From an optimization exercise on the open Yosys and OpenROAD flow, aimed at a short achievable clock period and few clock cycles; shortcuts taken in it are not production practice. In this exercise RTL edits were held to simulation tests only and were not proved equivalent to the original. Power figures rest on the tool's default switching activity, not on a simulated workload.

### run.sh
#!/bin/bash
# synth_recipe.tcl (not shown) runs the flow's synth.tcl, then flattens the netlist and writes it again
# the make line also repeats each setting of config.mk as NAME=value (left out here)
make -C /OpenROAD-flow-scripts/flow DESIGN_CONFIG=/design/flow/config.mk WORK_HOME=/design/flow/orfs CLKGATE_MAP_FILE= SYNTH_SCRIPT=/design/flow/synth_recipe.tcl finish
### config.mk
export PLATFORM = sky130hd
export DESIGN_NAME = top
export DESIGN_NICKNAME = top
export VERILOG_FILES = /design/flow/design.v
export SDC_FILE = /design/flow/constraint.sdc
export NUM_CORES = 4
export LEC_CHECK = 0
export ABC_CLOCK_PERIOD_IN_PS = 3000
export CAP_MARGIN = 20
export CORE_MARGIN = 2
export CORE_UTILIZATION = 40
export SETUP_SLACK_MARGIN = 5
export SLEW_MARGIN = 20
### constraint.sdc
create_clock -name core_clock -period 10.0 [get_ports {clk}]
set_input_delay 2.0000 -clock core_clock [delete_from_list [all_inputs] [get_ports {clk}]]
set_output_delay 2.0000 -clock core_clock [all_outputs]
set_load 0.01 [all_outputs]
### design.v
package isa_pkg;
    typedef logic [15:0] word_t;
    typedef enum logic [3:0] {
        LDA    = 4'h0,
        STA    = 4'h1,
        ADD    = 4'h2,
        SUB    = 4'h3,
        AND_OP = 4'h4,
        LDI    = 4'h5,
        ADI    = 4'h6,
        JMP    = 4'h7,
        JZ     = 4'h8,
        HLT    = 4'h9
    } opcode_e;
    typedef struct packed {
        opcode_e     op;
        logic [11:0] addr;
    } mem_fmt_t;
    typedef struct packed {
        opcode_e            op;
        logic signed [11:0] imm;
    } imm_fmt_t;
    typedef union packed {
        mem_fmt_t mem;
        imm_fmt_t imm;
    } instr_u;
endpackage
package ctrl_pkg;
    typedef enum logic [1:0] {
        PASS,
        ADD,
        SUB,
        AND
    } alu_op_e;
endpackage
`timescale 1ns/10ps
module alu (
    input  logic [3:0]     op,
    input  isa_pkg::word_t a,
    input  isa_pkg::word_t m,
    input  isa_pkg::word_t imm,
    output isa_pkg::word_t y
);
    isa_pkg::word_t sum_m;
    isa_pkg::word_t dif_m;
    isa_pkg::word_t sum_i;
    assign sum_m = a + m;
    assign dif_m = a - m;
    assign sum_i = a + imm;
    always_comb begin
        case (op)
            4'h0:    y = m;
            4'h2:    y = sum_m;
            4'h3:    y = dif_m;
            4'h4:    y = a & m;
            4'h5:    y = imm;
            4'h6:    y = sum_i;
            default: y = a;
        endcase
    end
endmodule
`timescale 1ns/10ps
module instruction_memory #(
    parameter int IMEM_AW = 6
) (
    input  logic               clk,
    input  logic               we,
    input  logic [IMEM_AW-1:0] waddr,
    input  isa_pkg::word_t     wdata,
    input  logic [IMEM_AW-1:0] seq_addr,
    input  logic [IMEM_AW-1:0] tgt_addr,
    output isa_pkg::word_t     seq_data,
    output isa_pkg::word_t     tgt_data,
    output isa_pkg::word_t     zero_data
);
    isa_pkg::word_t mem [2**IMEM_AW];
    always_ff @(posedge clk) begin
        if (we) begin
            mem[waddr] <= wdata;
        end
    end
    assign seq_data  = mem[seq_addr];
    assign tgt_data  = mem[tgt_addr];
    assign zero_data = mem[0];
endmodule
`timescale 1ns/10ps
module data_memory #(
    parameter int DMEM_AW = 6
) (
    input  logic               clk,
    input  logic               we,
    input  logic [DMEM_AW-1:0] waddr,
    input  isa_pkg::word_t     wdata,
    input  logic [DMEM_AW-1:0] core_addr,
    output isa_pkg::word_t     core_rdata,
    input  logic [DMEM_AW-1:0] host_addr,
    output isa_pkg::word_t     host_rdata
);
    isa_pkg::word_t mem [2**DMEM_AW];
    always_ff @(posedge clk) begin
        if (we) begin
            mem[waddr] <= wdata;
        end
        host_rdata <= mem[host_addr];
    end
    assign core_rdata = mem[core_addr];
endmodule
`timescale 1ns/10ps
module datapath #(
    parameter int AW = 6
) (
    input  logic           clk,
    input  logic           run,
    input  logic           busy,
    input  logic           clear,
    input  isa_pkg::word_t imem_seq,
    input  isa_pkg::word_t imem_tgt,
    input  isa_pkg::word_t imem_zero,
    input  isa_pkg::word_t dmem_rdata,
    output logic [AW-1:0]  seq_addr,
    output logic [AW-1:0]  opnd_addr,
    output logic           is_hlt,
    output logic           st_we,
    output isa_pkg::word_t ac_out
);
    isa_pkg::word_t ir;
    isa_pkg::word_t ac;
    logic [AW-1:0]  pc;
    logic [3:0]     op;
    logic           taken;
    logic           seq;
    isa_pkg::word_t imm_ext;
    isa_pkg::word_t alu_y;
    assign op        = ir[15:12];
    assign opnd_addr = ir[AW-1:0];
    assign is_hlt    = (op == 4'h9);
    assign imm_ext   = {{4{ir[11]}}, ir[11:0]};
    assign taken = run && ((op == 4'h7) || ((op == 4'h8) && (ac == '0)));
    assign seq   = run && !is_hlt && !taken;
    assign seq_addr = pc;
    always_ff @(posedge clk) begin
        if (taken) begin
            ir <= imem_tgt;
            pc <= opnd_addr + 1'b1;
        end else if (seq) begin
            ir <= imem_seq;
            pc <= pc + 1'b1;
        end else begin
            ir <= imem_zero;
            pc <= AW'(1);
        end
    end
    alu i_alu (
        .op  (op),
        .a   (ac),
        .m   (dmem_rdata),
        .imm (imm_ext),
        .y   (alu_y)
    );
    always_ff @(posedge clk) begin
        if (clear) begin
            ac <= '0;
        end else if (busy) begin
            ac <= alu_y;
        end
    end
    assign st_we  = run && (op == 4'h1);
    assign ac_out = ac;
endmodule
`timescale 1ns/10ps
module control_unit (
    input  logic clk,
    input  logic rst_n,
    input  logic start,
    input  logic is_hlt,
    output logic run,
    output logic clear,
    output logic busy,
    output logic done
);
    logic done_q;
    logic first;
    logic hlt_now;
    assign hlt_now = run && is_hlt && !first;
    assign busy    = run && !hlt_now;
    assign done    = done_q || hlt_now;
    assign clear = start && !busy;
    always_ff @(posedge clk) begin
        first <= clear;
    end
    always_ff @(posedge clk) begin
        if (!rst_n) begin
            run    <= 1'b0;
            done_q <= 1'b0;
        end else if (clear) begin
            run    <= 1'b1;
            done_q <= 1'b0;
        end else if (run && is_hlt) begin
            run    <= 1'b0;
            done_q <= 1'b1;
        end
    end
endmodule
`timescale 1ns/10ps
module core #(
    parameter int AW = 6
) (
    input  logic           clk,
    input  logic           rst_n,
    input  logic           start,
    input  isa_pkg::word_t imem_seq,
    input  isa_pkg::word_t imem_tgt,
    input  isa_pkg::word_t imem_zero,
    input  isa_pkg::word_t dmem_rdata,
    output logic [AW-1:0]  seq_addr,
    output logic [AW-1:0]  opnd_addr,
    output logic           st_we,
    output isa_pkg::word_t st_data,
    output logic           busy,
    output logic           done
);
    logic run;
    logic clear;
    logic is_hlt;
    control_unit i_ctrl (
        .clk    (clk),
        .rst_n  (rst_n),
        .start  (start),
        .is_hlt (is_hlt),
        .run    (run),
        .clear  (clear),
        .busy   (busy),
        .done   (done)
    );
    datapath #(.AW(AW)) i_dp (
        .clk        (clk),
        .run        (run),
        .busy       (busy),
        .clear      (clear),
        .imem_seq   (imem_seq),
        .imem_tgt   (imem_tgt),
        .imem_zero  (imem_zero),
        .dmem_rdata (dmem_rdata),
        .seq_addr   (seq_addr),
        .opnd_addr  (opnd_addr),
        .is_hlt     (is_hlt),
        .st_we      (st_we),
        .ac_out     (st_data)
    );
endmodule
`timescale 1ns/10ps
module top #(
    parameter int IMEM_AW = 6,
    parameter int DMEM_AW = 6
) (
    input  logic               clk,
    input  logic               rst_n,
    input  logic               start,
    input  logic               host_imem_sel,
    input  logic               host_we,
    input  logic [15:0]        host_addr,
    input  logic [15:0]        host_data,
    input  isa_pkg::word_t     host_rd_addr,
    output isa_pkg::word_t     host_rd_data,
    output logic               busy,
    output logic               done
);
    isa_pkg::word_t     imem_seq;
    isa_pkg::word_t     imem_tgt;
    isa_pkg::word_t     imem_zero;
    isa_pkg::word_t     dmem_rdata;
    logic [IMEM_AW-1:0] seq_addr;
    logic [DMEM_AW-1:0] opnd_addr;
    logic               st_we;
    isa_pkg::word_t     st_data;
    logic               dmem_we;
    logic [DMEM_AW-1:0] dmem_waddr;
    isa_pkg::word_t     dmem_wdata;
    core #(.AW(IMEM_AW)) i_core (
        .clk        (clk),
        .rst_n      (rst_n),
        .start      (start),
        .imem_seq   (imem_seq),
        .imem_tgt   (imem_tgt),
        .imem_zero  (imem_zero),
        .dmem_rdata (dmem_rdata),
        .seq_addr   (seq_addr),
        .opnd_addr  (opnd_addr),
        .st_we      (st_we),
        .st_data    (st_data),
        .busy       (busy),
        .done       (done)
    );
    instruction_memory #(.IMEM_AW(IMEM_AW)) i_imem (
        .clk       (clk),
        .we        (host_we && host_imem_sel),
        .waddr     (host_addr[IMEM_AW-1:0]),
        .wdata     (host_data),
        .seq_addr  (seq_addr),
        .tgt_addr  (opnd_addr[IMEM_AW-1:0]),
        .seq_data  (imem_seq),
        .tgt_data  (imem_tgt),
        .zero_data (imem_zero)
    );
    assign dmem_we    = st_we || (host_we && !host_imem_sel && !busy);
    assign dmem_waddr = st_we ? opnd_addr : host_addr[DMEM_AW-1:0];
    assign dmem_wdata = st_we ? st_data : host_data;
    data_memory #(.DMEM_AW(DMEM_AW)) i_dmem (
        .clk        (clk),
        .we         (dmem_we),
        .waddr      (dmem_waddr),
        .wdata      (dmem_wdata),
        .core_addr  (opnd_addr),
        .core_rdata (dmem_rdata),
        .host_addr  (host_rd_addr[DMEM_AW-1:0]),
        .host_rdata (host_rd_data)
    );
endmodule
==> results.yml <==
outcome:
  status: "timing/DRC/antenna clean"
detailed_routing:
  finalWirelength_um: 320700
  vias: 57126
  drt-initial-drc-count: 8304
  via_per_inst: 6.535
  ant_nets: 0
  wl_per_cell_um: 36.69
  first_pass_iters: 5
  drc: 0
power_and_ir_drop:
  swShare: 0.2696
  pwr-share-comb: 0.183
  finalPower_mw: 21.89
  switchingPower_mw: 5.900
  pwr-share-clk: 0.368
  p_per_area_nw_per_um2: 193.7
  p_int_mw: 15.99
  p_seq_frac: 0.449
  vdd_drop_max_mv: 0.1993
  leakagePower_nw: 36.12
setup_path:
  slowest_delay_ps: 500
  path_cells: "buf_12, buf_16, buf_16, buf_12, mux4_2, a22oi_2, nand4_1, a32oi_4, buf_12, buf_6, nand3b_1, xor2_1, o221ai_2, ha_1, a21o_1, o21a_1, o21ai_2, a21oi_2, o311a_1, or3_1, a31oi_1, nor2_1"
  cp-end-kind: "register"
  cp_top_family: "compound AO/OA/AOI/OAI gates"
  crit_fanout: 6
  cpMostUsedCell: "buf_12"
  start_kind: "register"
  criticalPathCategory: "reg2reg"
  reg2reg_slack_ps: 4860
  cp.arrival_ps: 5890
  path_buf_inv: 6
  critPathSlowestCell: "mux4_2"
  crit_required_ps: 10750
logic_synthesis:
  syn_inst: 5111
  synth-edff-count: 2048
  ys_warn_count: 5
  synth-adder-area-share: 0.002868
  synthXorXnorAreaFrac: 0.003071
  synth_simple_gate_area_frac: 0.02413
  syn_area_um2: 98610
  synth_mux_area_frac: 0.2760
  postSynth.asyncResetShare: 0
  yosysUniqueCellTypes: 76
  syn-mean-instance-area_um2: 19.29
  yosysTopAreaCell: "edfxtp_1"
  yosysSeqAreaShare: 0.6352
  yosysTopAreaCellShare: 0.6237
  synth_area_leaders: "edfxtp_1 (62%), mux4_2 (24%), mux2i_1 (2.7%)"
  ys.flop_type: "edfxtp_1"
  synth-compound-area-share: 0.04038
  synth_top_family_by_area: "multiplexers"
  syn-num-nets: 5186
  ys_ff_latch: 2105
timing:
  fin_crit_ps: 5136
  slew-limit-headroom: 0.2266
  finalClockSkew_ps: 51.24
  finalHoldViolCount: 0
  clock.fmax_ghz: 0.1947
  setup_viol: 0
  fin_crit_sh: 0.5136
  rsz0062_at_grt: "true"
  tightestPinTransition_ps: 1160
  finalSetupTns_ps: 0
  slew_violations: 0
finish:
  num-fill-cells: 20451
  final_common_cell: "edfxtp_1"
  area.growth.synth_to_final_pct: 14.56
  most-common-layout-cells: "edfxtp_1 (2048), mux4_2 (1042), buf_4 (269)"
  drive_gt1_frac: 0.3629
  nets: 5408
floorplan:
  die_w_um: 500.5
  rows: 182
  die_area_um2: 250500
  die_y_um: 500.5
  initial_core_util: 0.4017
  core_area_um2: 245500
  pin_count: 71
global_routing:
  grt_pass1_vias: 56217
  grt_max_degree: 105
  grt_pass1_wl_um: 444200
  overflow: 0
  grt.total_usage: 0.2531
  antenna_found_initial: 24
clock_network:
  cts_buffers: 218
  cts_max_level: 4
  postCtsHoldBufs: 0
  clkSinkCount: 2105
  tritoncts: "done"
  clk_latency_ps: 890
  clockBufferDepth: 3
  clk_pin_slew_ps: 60
  ctsRootBufferMaster: "clkbuf_16"
flow_run:
  maxCapViolations: 0
placement:
  gp_congestion: 0.8992
  dpl.hpwl_um: 186100
  port_buffers: 50
worst_hold_path:
  hp-class: "reg2reg"
[cell type report]
class	count	area, um^2	share of cell area
clock inverters	125	1299	0.01150
clock buffers	270	5650	0.05002
well taps	3220	4029	0.03566
flip-flops and latches	2105	62670	0.5548
inverters	20	75.07	0.0006645
multi-input cells	2595	35130	0.3109
diodes	13	32.53	0.0002880
repair buffers	393	4083	0.03614
[power groups by stage]
stage	Sequential, mW	Clock [mW]	Combinational, mW
6_report	9.83	8.05	4.01
5_1_grt	9.84	8.47	4.14
4_1_cts	9.83	8.14	3.87
3_5_place_dp	10.1	0	3.53
3_3_place_gp	10.1	0	3.52
2_1_floorplan	9.97	0	2.30
[stage by stage]
step	hold WS [ps]	instances	util	setup WS [ps]	cell area [um^2]
finish	463.9	8741	0.4602	4864	113000
global route	490.1	8730	0.4601	4795	112900
global placement	443.7	8225	0.4227	2961	103800
floorplan	426.0	5111	-	5031	98610
detailed placement	449.8	8226	0.4228	2913	103800
CTS	462.8	8698	0.4580	4955	112400
[synth_stat cells (all sizes together), types with 18 or more instances]
cell type and count:
nand2 208, dfxtp 57, mux2i 269, mux4 1054, o221ai 85, ha 21
o21ai 105, buf 155, edfxtp 2048, a22oi 34, inv 20, nor2 187
nor3 18, clkbuf 236, o22ai 107, a21oi 178, mux2 66, nand3 34
[flip-flops by register name, summed over array words and instances (netlist names)]
name	flops
i_imem.mem	1024
i_core.i_ctrl.run	1
i_core.i_ctrl.done_q	1
i_core.i_dp.ir	16
i_core.i_dp.pc	6
i_dmem.mem	1024
i_dmem.host_rdata	16
i_core.i_ctrl.first	1
i_core.i_dp.ac	16
[final timing paths]
| kind | startpoint | end | cells after the start |
|---|---|---|---|
| worst min register to register | i_core.i_ctrl.done_q$_SDFFE_PP0P_ | i_core.i_ctrl.done_q$_SDFFE_PP0P_ | 2 |
| worst min-delay path | i_core.i_ctrl.done_q$_SDFFE_PP0P_ | i_core.i_ctrl.done_q$_SDFFE_PP0P_ | 2 |
| worst max-delay path | i_core.i_dp.ir[0]$_DFF_P_ | i_core.i_dp.ac[12]$_SDFFE_PP0P_ | 22 |
| worst max register to register | i_core.i_dp.ir[0]$_DFF_P_ | i_core.i_dp.ac[12]$_SDFFE_PP0P_ | 22 |
[worst reg2reg max path: stages, from the launching register on]
cell and delay (ps):
dfxtp_4 380, buf_12 150, buf_16 210, buf_16 190
buf_12 150, mux4_2 500, a22oi_2 150, nand4_1 330
a32oi_4 370, buf_12 160, buf_6 110, nand3b_1 100
xor2_1 200, o221ai_2 150, ha_1 330, a21o_1 190
o21a_1 190, o21ai_2 160, a21oi_2 100, o311a_1 340
or3_1 320, a31oi_1 180, nor2_1 60
[layer usage]
metal | wire length (um) | vias to the layer above | track usage
met1 | 124000 | 30629 | 0.3461
met5 | 124 | - | 0
met3 | 34080 | 632 | 0.06103
met4 | 14430 | 20 | 0.1028
met2 | 148100 | 3361 | 0.3904
li1 | - | 22484 | -
[cells by family after synthesis]
| group | after synthesis |
|---|---|
| flops | 2105 |
| buf+inv | 411 |
| xor+xnor | 33 |
| mux | 1389 |
| compound gates | 610 |
| simple gates | 541 |
| fa+ha+maj | 22 |
[timing repair]
action,in CTS,in global routing
resized for setup,147,38
buffers inserted,65,27
gates cloned,12,2
pin swaps,18,24
setup endpoints to repair,47,26
Testbench counts, summed over its fixed seeds: cycles 41,061.

## static timing again, ports no longer ideal
How much do the figures lean on ideal ports? The routed layout below was timed once more, with nothing changed but the port constraints. Step 1 sets driving cells, clkbuf_16 on the clock port and buf_2 on the other inputs (assumed; they add their load-dependent delay and slew). Step 2 moves the port delays by t, midway between the first and last clock arrival at a register: inputs arrive t later, outputs are due t later. That takes back most of the time a late clock gives input paths. Three values: ideal ports, drivers, drivers and shift; two values: the first two.
t, ns: 0.954
setup WS [ns]: 4.864 / 4.864 / 4.141
worst setup path after step 2: input to register
clock arrival spread, ns: 0.054 / 0.055
After both steps this run still meets setup and hold. For this run, drivers alone change the setup slack by 0.000 ns; drivers and shift together by -0.723 ns.
